What follows belongs to an exercise in optimizing a design on an open flow for small area, a short achievable clock period and few clock cycles per item; a production flow would make more cautious choices.
Power and IR drop assume default switching activity.

==> job 350: inputs <==
Design systolic_top, start of the top module:
module systolic_top (
	input wire logic clk,
	input wire logic rst,
	input wire logic [23:0] horz_data,
	input wire logic [2:0] horz_we,
	output logic [2:0] horz_wrdy,
	input wire logic [47:0] obli_data,
	input wire logic [5:0] obli_we,
	output logic [5:0] obli_wrdy,
	output logic [7:0] dout,
	output logic dout_en
);
	logic [7:0] hl [3];
	logic [2:0] hl_e;
	logic [7:0] ol [6];
	logic [5:0] ol_e;
	logic [7:0] hw [3];
	logic [2:0] hw_v;
	logic [3:0] c0;
	logic s0_v, s1_v;
	logic [3:0] s0_c, s1_c;
	logic [7:0] p_s [3];
	logic [7:0] p_c [3];
	logic [1:0] p_e [3];
	logic a_d, v2_d;
	logic [7:0] q0, q1;
	logic [7:0] o_op [3];
	logic [7:0] m_s [3];
	logic [7:0] m_c [3];
	logic [1:0] m_e [3];
	logic [7:0] t_q0, t_q1, t_y;
	logic av0, av1, av2;
	logic adv, go0;
	logic [2:0] fin, hw_ld;
	logic [5:0] o_use;
	logic [3:0] enc_one [3];
	logic [3:0] enc_two [3];
	logic [3:0] enc_neg [3];
	always_comb begin
		for (int r = 0; r < 3; r++) begin
			o_op[r] = '0;
		end
		av0 = 1'b0;
		av1 = 1'b0;
		av2 = 1'b0;
		for (int c = 0; c < 4; c++) begin
			o_op[0] = o_op[0] | ({8{c0[c]}} & ol[c]);
			o_op[1] = o_op[1] | ({8{s0_c[c]}} & ol[c + 1]);
			o_op[2] = o_op[2] | ({8{s1_c[c]}} & ol[c + 2]);
			av0 = av0 | (c0[c] & ~ol_e[c]);
			av1 = av1 | (s0_c[c] & ~ol_e[c + 1]);
			av2 = av2 | (s1_c[c] & ~ol_e[c + 2]);
		end
		av0 = av0 & hw_v[0];
		av1 = av1 & hw_v[1];
		av2 = av2 & hw_v[2];
		adv = ~(~c0[0] & ~av0) & ~(s0_v & ~av1) & ~(s1_v & ~av2);
		go0 = adv & av0;
		o_use = '0;
		for (int c = 0; c < 4; c++) begin
			o_use[c] = o_use[c] | (go0 & c0[c]);
  ...
==> module booth_cs, before the edit <==
module booth_cs (
	input wire logic [3:0] one,
	input wire logic [3:0] two,
	input wire logic [3:0] neg,
	input wire logic [7:0] o,
	output logic [7:0] s,
	output logic [7:0] c,
	output logic [1:0] e
);
	wire p0_0, p0_1, p0_2, p0_3, p0_4, p0_5, p0_6, p0_7, p1_0, p1_1, p1_2, p1_3, p1_4, p1_5, p2_0, p2_1, p2_2, p2_3, p3_0, p3_1;
	wire t1, t2, t3, t4, t5, t6, t7, t8, t9, t10, t11, t12, t13, t14, t15, t16, t17, t18, t19, t20, t21, t22, t23, t24, t25, t26, t27;
	assign p0_0 = ((one[0] & o[0]) | 1'b0) ^ neg[0];
	assign p0_1 = ((one[0] & o[1]) | (two[0] & o[0])) ^ neg[0];
	assign p0_2 = ((one[0] & o[2]) | (two[0] & o[1])) ^ neg[0];
	assign p0_3 = ((one[0] & o[3]) | (two[0] & o[2])) ^ neg[0];
	assign p0_4 = ((one[0] & o[4]) | (two[0] & o[3])) ^ neg[0];
	assign p0_5 = ((one[0] & o[5]) | (two[0] & o[4])) ^ neg[0];
	assign p0_6 = ((one[0] & o[6]) | (two[0] & o[5])) ^ neg[0];
	assign p0_7 = ((one[0] & o[7]) | (two[0] & o[6])) ^ neg[0];
	assign p1_0 = ((one[1] & o[0]) | 1'b0) ^ neg[1];
	assign p1_1 = ((one[1] & o[1]) | (two[1] & o[0])) ^ neg[1];
	assign p1_2 = ((one[1] & o[2]) | (two[1] & o[1])) ^ neg[1];
	assign p1_3 = ((one[1] & o[3]) | (two[1] & o[2])) ^ neg[1];
	assign p1_4 = ((one[1] & o[4]) | (two[1] & o[3])) ^ neg[1];
	assign p1_5 = ((one[1] & o[5]) | (two[1] & o[4])) ^ neg[1];
	assign p2_0 = ((one[2] & o[0]) | 1'b0) ^ neg[2];
	assign p2_1 = ((one[2] & o[1]) | (two[2] & o[0])) ^ neg[2];
	assign p2_2 = ((one[2] & o[2]) | (two[2] & o[1])) ^ neg[2];
	assign p2_3 = ((one[2] & o[3]) | (two[2] & o[2])) ^ neg[2];
	assign p3_0 = ((one[3] & o[0]) | 1'b0) ^ neg[3];
	assign p3_1 = ((one[3] & o[1]) | (two[3] & o[0])) ^ neg[3];
	assign t1 = neg[0] ^ p0_0;
	assign t2 = neg[0] & p0_0;
	assign t3 = p0_1 ^ t2;
	assign t4 = p0_1 & t2;
	assign t5 = neg[1] ^ p0_2 ^ p1_0;
	assign t6 = (neg[1] & p0_2) | (neg[1] & p1_0) | (p0_2 & p1_0);
	assign t7 = t4 ^ t5;
	assign t8 = t4 & t5;
	assign t9 = p0_3 ^ p1_1 ^ t6;
	assign t10 = (p0_3 & p1_1) | (p0_3 & t6) | (p1_1 & t6);
	assign t11 = neg[2] ^ p0_4 ^ p1_2;
	assign t12 = (neg[2] & p0_4) | (neg[2] & p1_2) | (p0_4 & p1_2);
	assign t13 = p2_0 ^ t11;
	assign t14 = p2_0 & t11;
	assign t15 = p0_5 ^ p1_3 ^ p2_1;
	assign t16 = (p0_5 & p1_3) | (p0_5 & p2_1) | (p1_3 & p2_1);
	assign t17 = t12 ^ t15;
	assign t18 = t12 & t15;
	assign t19 = neg[3] ^ p0_6 ^ p1_4;
	assign t20 = (neg[3] & p0_6) | (neg[3] & p1_4) | (p0_6 & p1_4);
	assign t21 = p2_2 ^ p3_0 ^ t16;
	assign t22 = (p2_2 & p3_0) | (p2_2 & t16) | (p3_0 & t16);
	assign t23 = t19 ^ t18;
	assign t24 = t19 & t18;
	assign t25 = p0_7 ^ p1_5;
	assign t26 = p2_3 ^ p3_1;
	assign t27 = t25 ^ t26;
	assign s[0] = t1;
	assign c[0] = 1'b0;
	assign s[1] = t3;
	assign c[1] = 1'b0;
	assign s[2] = t7;
	assign c[2] = 1'b0;
	assign s[3] = t8;
	assign c[3] = t9;
	assign s[4] = t10;
	assign c[4] = t13;
	assign s[5] = t14;
	assign c[5] = t17;
	assign s[6] = t21;
	assign c[6] = t23;
	assign s[7] = t27;
	assign c[7] = t20;
	assign e[0] = t22;
	assign e[1] = t24;
endmodule
Settings: LEC_CHECK=0, CAP_MARGIN=20, CORE_MARGIN=2, CORE_UTILIZATION=40, CTS_BUF_LIST=sky130_fd_sc_hd__clkbuf_8, CTS_CLUSTER_DIAMETER=100, CTS_CLUSTER_SIZE=30, SETUP_SLACK_MARGIN=2.5, SLEW_MARGIN=20; clock period 5.0 ns.
standard.sh (not shown) runs the stock make flow with config.mk's settings and CLKGATE_MAP_FILE= SYNTH_SCRIPT=/design/flow/synth_recipe.tcl, a recipe that flattens the netlist after the stock synthesis.
==> flow/flow/run.sh <==
#!/bin/bash
# Standard layout (the standard.sh: standard synthesis through finish),
# with one change: ports get a small plain buffer (buf_1/buf_2) rather than
# the delay buffer buffer_ports picks by default. Every input and output port
# is still buffered, and the resizer may still upsize these buffers.
set -euo pipefail
export BUFFER_PORTS_ARGS="-buffer_cell sky130_fd_sc_hd__buf_1"
bash standard.sh finish > standard_sh.log 2>&1
==> job 4632 (differences from job 350) <==
--- a/flow/design.v
+++ b/flow/design.v
@@ -19,7 +19,7 @@
 	output logic [1:0] e
 );
 	wire p0_0, p0_1, p0_2, p0_3, p0_4, p0_5, p0_6, p0_7, p1_0, p1_1, p1_2, p1_3, p1_4, p1_5, p2_0, p2_1, p2_2, p2_3, p3_0, p3_1;
-	wire t1, t2, t3, t4, t5, t6, t7, t8, t9, t10, t11, t12, t13, t14, t15, t16, t17, t18, t19, t20, t21, t22, t23, t24, t25, t26, t27;
+	wire t1, t2, t3, t4, t5, t6, t7, t8, t9, t10, t11, t12, t13, t14, t15, t16, t17, t18, t19, t20, t21;
 	assign p0_0 = ((one[0] & o[0]) | 1'b0) ^ neg[0];
 	assign p0_1 = ((one[0] & o[1]) | (two[0] & o[0])) ^ neg[0];
 	assign p0_2 = ((one[0] & o[2]) | (two[0] & o[1])) ^ neg[0];
@@ -40,51 +40,45 @@
 	assign p2_3 = ((one[2] & o[3]) | (two[2] & o[2])) ^ neg[2];
 	assign p3_0 = ((one[3] & o[0]) | 1'b0) ^ neg[3];
 	assign p3_1 = ((one[3] & o[1]) | (two[3] & o[0])) ^ neg[3];
-	assign t1 = neg[0] ^ p0_0;
-	assign t2 = neg[0] & p0_0;
-	assign t3 = p0_1 ^ t2;
-	assign t4 = p0_1 & t2;
-	assign t5 = neg[1] ^ p0_2 ^ p1_0;
-	assign t6 = (neg[1] & p0_2) | (neg[1] & p1_0) | (p0_2 & p1_0);
-	assign t7 = t4 ^ t5;
-	assign t8 = t4 & t5;
-	assign t9 = p0_3 ^ p1_1 ^ t6;
-	assign t10 = (p0_3 & p1_1) | (p0_3 & t6) | (p1_1 & t6);
-	assign t11 = neg[2] ^ p0_4 ^ p1_2;
-	assign t12 = (neg[2] & p0_4) | (neg[2] & p1_2) | (p0_4 & p1_2);
-	assign t13 = p2_0 ^ t11;
-	assign t14 = p2_0 & t11;
-	assign t15 = p0_5 ^ p1_3 ^ p2_1;
-	assign t16 = (p0_5 & p1_3) | (p0_5 & p2_1) | (p1_3 & p2_1);
-	assign t17 = t12 ^ t15;
-	assign t18 = t12 & t15;
-	assign t19 = neg[3] ^ p0_6 ^ p1_4;
-	assign t20 = (neg[3] & p0_6) | (neg[3] & p1_4) | (p0_6 & p1_4);
-	assign t21 = p2_2 ^ p3_0 ^ t16;
-	assign t22 = (p2_2 & p3_0) | (p2_2 & t16) | (p3_0 & t16);
-	assign t23 = t19 ^ t18;
-	assign t24 = t19 & t18;
-	assign t25 = p0_7 ^ p1_5;
-	assign t26 = p2_3 ^ p3_1;
-	assign t27 = t25 ^ t26;
-	assign s[0] = t1;
-	assign c[0] = 1'b0;
-	assign s[1] = t3;
+	assign t1 = neg[1] ^ p0_2;
+	assign t2 = neg[1] & p0_2;
+	assign t3 = p0_3 ^ p1_1;
+	assign t4 = p0_3 & p1_1;
+	assign t5 = neg[2] ^ p0_4 ^ p1_2;
+	assign t6 = (neg[2] & p0_4) | (neg[2] & p1_2) | (p0_4 & p1_2);
+	assign t7 = p2_0 ^ t4;
+	assign t8 = p2_0 & t4;
+	assign t9 = p0_5 ^ p1_3 ^ p2_1;
+	assign t10 = (p0_5 & p1_3) | (p0_5 & p2_1) | (p1_3 & p2_1);
+	assign t11 = t8 ^ t6;
+	assign t12 = t8 & t6;
+	assign t13 = neg[3] ^ p0_6 ^ p1_4;
+	assign t14 = (neg[3] & p0_6) | (neg[3] & p1_4) | (p0_6 & p1_4);
+	assign t15 = p2_2 ^ p3_0 ^ t10;
+	assign t16 = (p2_2 & p3_0) | (p2_2 & t10) | (p3_0 & t10);
+	assign t17 = t13 ^ t12;
+	assign t18 = t13 & t12;
+	assign t19 = p0_7 ^ p1_5;
+	assign t20 = p2_3 ^ p3_1;
+	assign t21 = t19 ^ t20;
+	assign s[0] = p0_0;
+	assign c[0] = neg[0];
+	assign s[1] = p0_1;
 	assign c[1] = 1'b0;
-	assign s[2] = t7;
-	assign c[2] = 1'b0;
-	assign s[3] = t8;
-	assign c[3] = t9;
-	assign s[4] = t10;
-	assign c[4] = t13;
-	assign s[5] = t14;
-	assign c[5] = t17;
-	assign s[6] = t21;
-	assign c[6] = t23;
-	assign s[7] = t27;
-	assign c[7] = t20;
-	assign e[0] = t22;
-	assign e[1] = t24;
+	assign s[2] = p1_0;
+	assign c[2] = t1;
+	assign s[3] = t2;
+	assign c[3] = t3;
+	assign s[4] = t5;
+	assign c[4] = t7;
+	assign s[5] = t9;
+	assign c[5] = t11;
+	assign s[6] = t15;
+	assign c[6] = t17;
+	assign s[7] = t21;
+	assign c[7] = t14;
+	assign e[0] = t16;
+	assign e[1] = t18;
 endmodule
 module add4_cs (
 	input wire logic [7:0] a_s,
==> flow/run.sh (new file) <==
#!/bin/bash
# synth_recipe.tcl (not shown) runs the flow's synth.tcl, then flattens the netlist and writes it again
# the make line also repeats each setting of config.mk as NAME=value (left out here)
make -C /OpenROAD-flow-scripts/flow DESIGN_CONFIG=/design/flow/config.mk WORK_HOME=/design/flow/orfs CLKGATE_MAP_FILE= SYNTH_SCRIPT=/design/flow/synth_recipe.tcl finish
--- a/flow/config.mk
+++ b/flow/config.mk
@@ -8,8 +8,5 @@
 export CAP_MARGIN = 20
 export CORE_MARGIN = 2
 export CORE_UTILIZATION = 40
-export CTS_BUF_LIST = sky130_fd_sc_hd__clkbuf_8
-export CTS_CLUSTER_DIAMETER = 100
-export CTS_CLUSTER_SIZE = 30
-export SETUP_SLACK_MARGIN = 2.5
+export SETUP_SLACK_MARGIN = 3.0
 export SLEW_MARGIN = 20
removed: flow/flow/run.sh
removed: flow/standard.sh
==> job 5649 (differences from job 350) <==
--- a/flow/design.v
+++ b/flow/design.v
@@ -19,7 +19,7 @@
 	output logic [1:0] e
 );
 	wire p0_0, p0_1, p0_2, p0_3, p0_4, p0_5, p0_6, p0_7, p1_0, p1_1, p1_2, p1_3, p1_4, p1_5, p2_0, p2_1, p2_2, p2_3, p3_0, p3_1;
-	wire t1, t2, t3, t4, t5, t6, t7, t8, t9, t10, t11, t12, t13, t14, t15, t16, t17, t18, t19, t20, t21, t22, t23, t24, t25, t26, t27;
+	wire t1, t2, t3, t4, t5, t6, t7, t8, t9, t10, t11, t12, t13, t14, t15, t16, t17, t18, t19, t20, t21;
 	assign p0_0 = ((one[0] & o[0]) | 1'b0) ^ neg[0];
 	assign p0_1 = ((one[0] & o[1]) | (two[0] & o[0])) ^ neg[0];
 	assign p0_2 = ((one[0] & o[2]) | (two[0] & o[1])) ^ neg[0];
@@ -40,51 +40,45 @@
 	assign p2_3 = ((one[2] & o[3]) | (two[2] & o[2])) ^ neg[2];
 	assign p3_0 = ((one[3] & o[0]) | 1'b0) ^ neg[3];
 	assign p3_1 = ((one[3] & o[1]) | (two[3] & o[0])) ^ neg[3];
-	assign t1 = neg[0] ^ p0_0;
-	assign t2 = neg[0] & p0_0;
-	assign t3 = p0_1 ^ t2;
-	assign t4 = p0_1 & t2;
-	assign t5 = neg[1] ^ p0_2 ^ p1_0;
-	assign t6 = (neg[1] & p0_2) | (neg[1] & p1_0) | (p0_2 & p1_0);
-	assign t7 = t4 ^ t5;
-	assign t8 = t4 & t5;
-	assign t9 = p0_3 ^ p1_1 ^ t6;
-	assign t10 = (p0_3 & p1_1) | (p0_3 & t6) | (p1_1 & t6);
-	assign t11 = neg[2] ^ p0_4 ^ p1_2;
-	assign t12 = (neg[2] & p0_4) | (neg[2] & p1_2) | (p0_4 & p1_2);
-	assign t13 = p2_0 ^ t11;
-	assign t14 = p2_0 & t11;
-	assign t15 = p0_5 ^ p1_3 ^ p2_1;
-	assign t16 = (p0_5 & p1_3) | (p0_5 & p2_1) | (p1_3 & p2_1);
-	assign t17 = t12 ^ t15;
-	assign t18 = t12 & t15;
-	assign t19 = neg[3] ^ p0_6 ^ p1_4;
-	assign t20 = (neg[3] & p0_6) | (neg[3] & p1_4) | (p0_6 & p1_4);
-	assign t21 = p2_2 ^ p3_0 ^ t16;
-	assign t22 = (p2_2 & p3_0) | (p2_2 & t16) | (p3_0 & t16);
-	assign t23 = t19 ^ t18;
-	assign t24 = t19 & t18;
-	assign t25 = p0_7 ^ p1_5;
-	assign t26 = p2_3 ^ p3_1;
-	assign t27 = t25 ^ t26;
-	assign s[0] = t1;
-	assign c[0] = 1'b0;
-	assign s[1] = t3;
+	assign t1 = neg[1] ^ p0_2;
+	assign t2 = neg[1] & p0_2;
+	assign t3 = p0_3 ^ p1_1;
+	assign t4 = p0_3 & p1_1;
+	assign t5 = neg[2] ^ p0_4 ^ p1_2;
+	assign t6 = (neg[2] & p0_4) | (neg[2] & p1_2) | (p0_4 & p1_2);
+	assign t7 = p2_0 ^ t4;
+	assign t8 = p2_0 & t4;
+	assign t9 = p0_5 ^ p1_3 ^ p2_1;
+	assign t10 = (p0_5 & p1_3) | (p0_5 & p2_1) | (p1_3 & p2_1);
+	assign t11 = t8 ^ t6;
+	assign t12 = t8 & t6;
+	assign t13 = neg[3] ^ p0_6 ^ p1_4;
+	assign t14 = (neg[3] & p0_6) | (neg[3] & p1_4) | (p0_6 & p1_4);
+	assign t15 = p2_2 ^ p3_0 ^ t10;
+	assign t16 = (p2_2 & p3_0) | (p2_2 & t10) | (p3_0 & t10);
+	assign t17 = t13 ^ t12;
+	assign t18 = t13 & t12;
+	assign t19 = p0_7 ^ p1_5;
+	assign t20 = p2_3 ^ p3_1;
+	assign t21 = t19 ^ t20;
+	assign s[0] = p0_0;
+	assign c[0] = neg[0];
+	assign s[1] = p0_1;
 	assign c[1] = 1'b0;
-	assign s[2] = t7;
-	assign c[2] = 1'b0;
-	assign s[3] = t8;
-	assign c[3] = t9;
-	assign s[4] = t10;
-	assign c[4] = t13;
-	assign s[5] = t14;
-	assign c[5] = t17;
-	assign s[6] = t21;
-	assign c[6] = t23;
-	assign s[7] = t27;
-	assign c[7] = t20;
-	assign e[0] = t22;
-	assign e[1] = t24;
+	assign s[2] = p1_0;
+	assign c[2] = t1;
+	assign s[3] = t2;
+	assign c[3] = t3;
+	assign s[4] = t5;
+	assign c[4] = t7;
+	assign s[5] = t9;
+	assign c[5] = t11;
+	assign s[6] = t15;
+	assign c[6] = t17;
+	assign s[7] = t21;
+	assign c[7] = t14;
+	assign e[0] = t16;
+	assign e[1] = t18;
 endmodule
 module add4_cs (
 	input wire logic [7:0] a_s,
--- a/flow/config.mk
+++ b/flow/config.mk
@@ -7,9 +7,9 @@
 export LEC_CHECK = 0
 export CAP_MARGIN = 20
 export CORE_MARGIN = 2
-export CORE_UTILIZATION = 40
+export CORE_UTILIZATION = 60
 export CTS_BUF_LIST = sky130_fd_sc_hd__clkbuf_8
 export CTS_CLUSTER_DIAMETER = 100
 export CTS_CLUSTER_SIZE = 30
-export SETUP_SLACK_MARGIN = 2.5
+export SETUP_SLACK_MARGIN = 2.6
 export SLEW_MARGIN = 20
==> results.txt <==
Synth Cell Area 9260 um2; Layout clock area frac 3.67%; Detailed Route WL 19300 um; Comb power frac 36.4%; Worst-Skew Late Latency 0.47 ns; Int Pwr 3.46 mW; clock network fraction of design power 19.3%; CP Depth 7; CP Cell Sequence buf_4, a22oi_1, nand2_2, a22oi_1, xnor2_1, fa_1, fa_1; status finished clean; multi-input combinational area share 37.1%
The numbers above come from job 5649.

==> results.txt <==
status finished clean; Synth Cell Area 9140 um2; Layout clock area frac 3.64%; Comb power frac 33.1%; Int Pwr 3.29 mW; clock network fraction of design power 20.3%; multi-input combinational area share 37.8%; CP Depth 8; sequential fraction of the synthesis area 55.7%; Worst-Skew Late Latency 0.47 ns; CP Cell Sequence a22oi_1, nand2_1, a22oi_1, xor2_1, fa_1, inv_1, ha_1, ha_1
The numbers above come from job 350.

==> results.txt <==
Core ar. 22700 um2; Comb power frac 37.4%; Layout clock area frac 4.59%; worst reg-to-reg path cell count 8; CP Cell Sequence fa_1, ha_1, nor2b_2, o21ai_2, a21oi_2, o21a_1, nor2_2, xnor2_2; clock network fraction of design power 22.6%; Detailed Route WL 21700 um; CP Depth 8; Crit. End Element flop; status finished clean
The numbers above come from job 4632.

Function was not checked in any run of this note: the RTL went through the layout flow alone.

==> what the ideal ports hide <==
The flow's constraints put no driver on any port. The routed layouts listed below were extracted and timed again, unchanged, in two steps.
Step 1 assumes that a clkbuf_16 drives the clock port and a buf_2 every other input.
Step 2 times the ports against the registers' clock, not the clock port: input delays grow and output delays shrink by t, the midpoint of the rising clock arrivals with the driver on.
a / b / c = ideal / step 1 / step 2; a / b = the first two.
run	t, ns	setup WS [ns]	hold slack, ns
job 350	0.495	2.487 / 2.487 / 2.454	0.412 / 0.412 / 0.412
job 4632	0.475	2.684 / 2.684 / 2.622	0.422 / 0.422 / 0.422
job 5649	0.497	2.572 / 2.572 / 2.537	0.432 / 0.432 / 0.432
After both steps every run listed still meets setup and hold. The setup slack of job 4632, which loses most, moves by 0.000 ns with the drivers and by -0.062 ns with both steps.
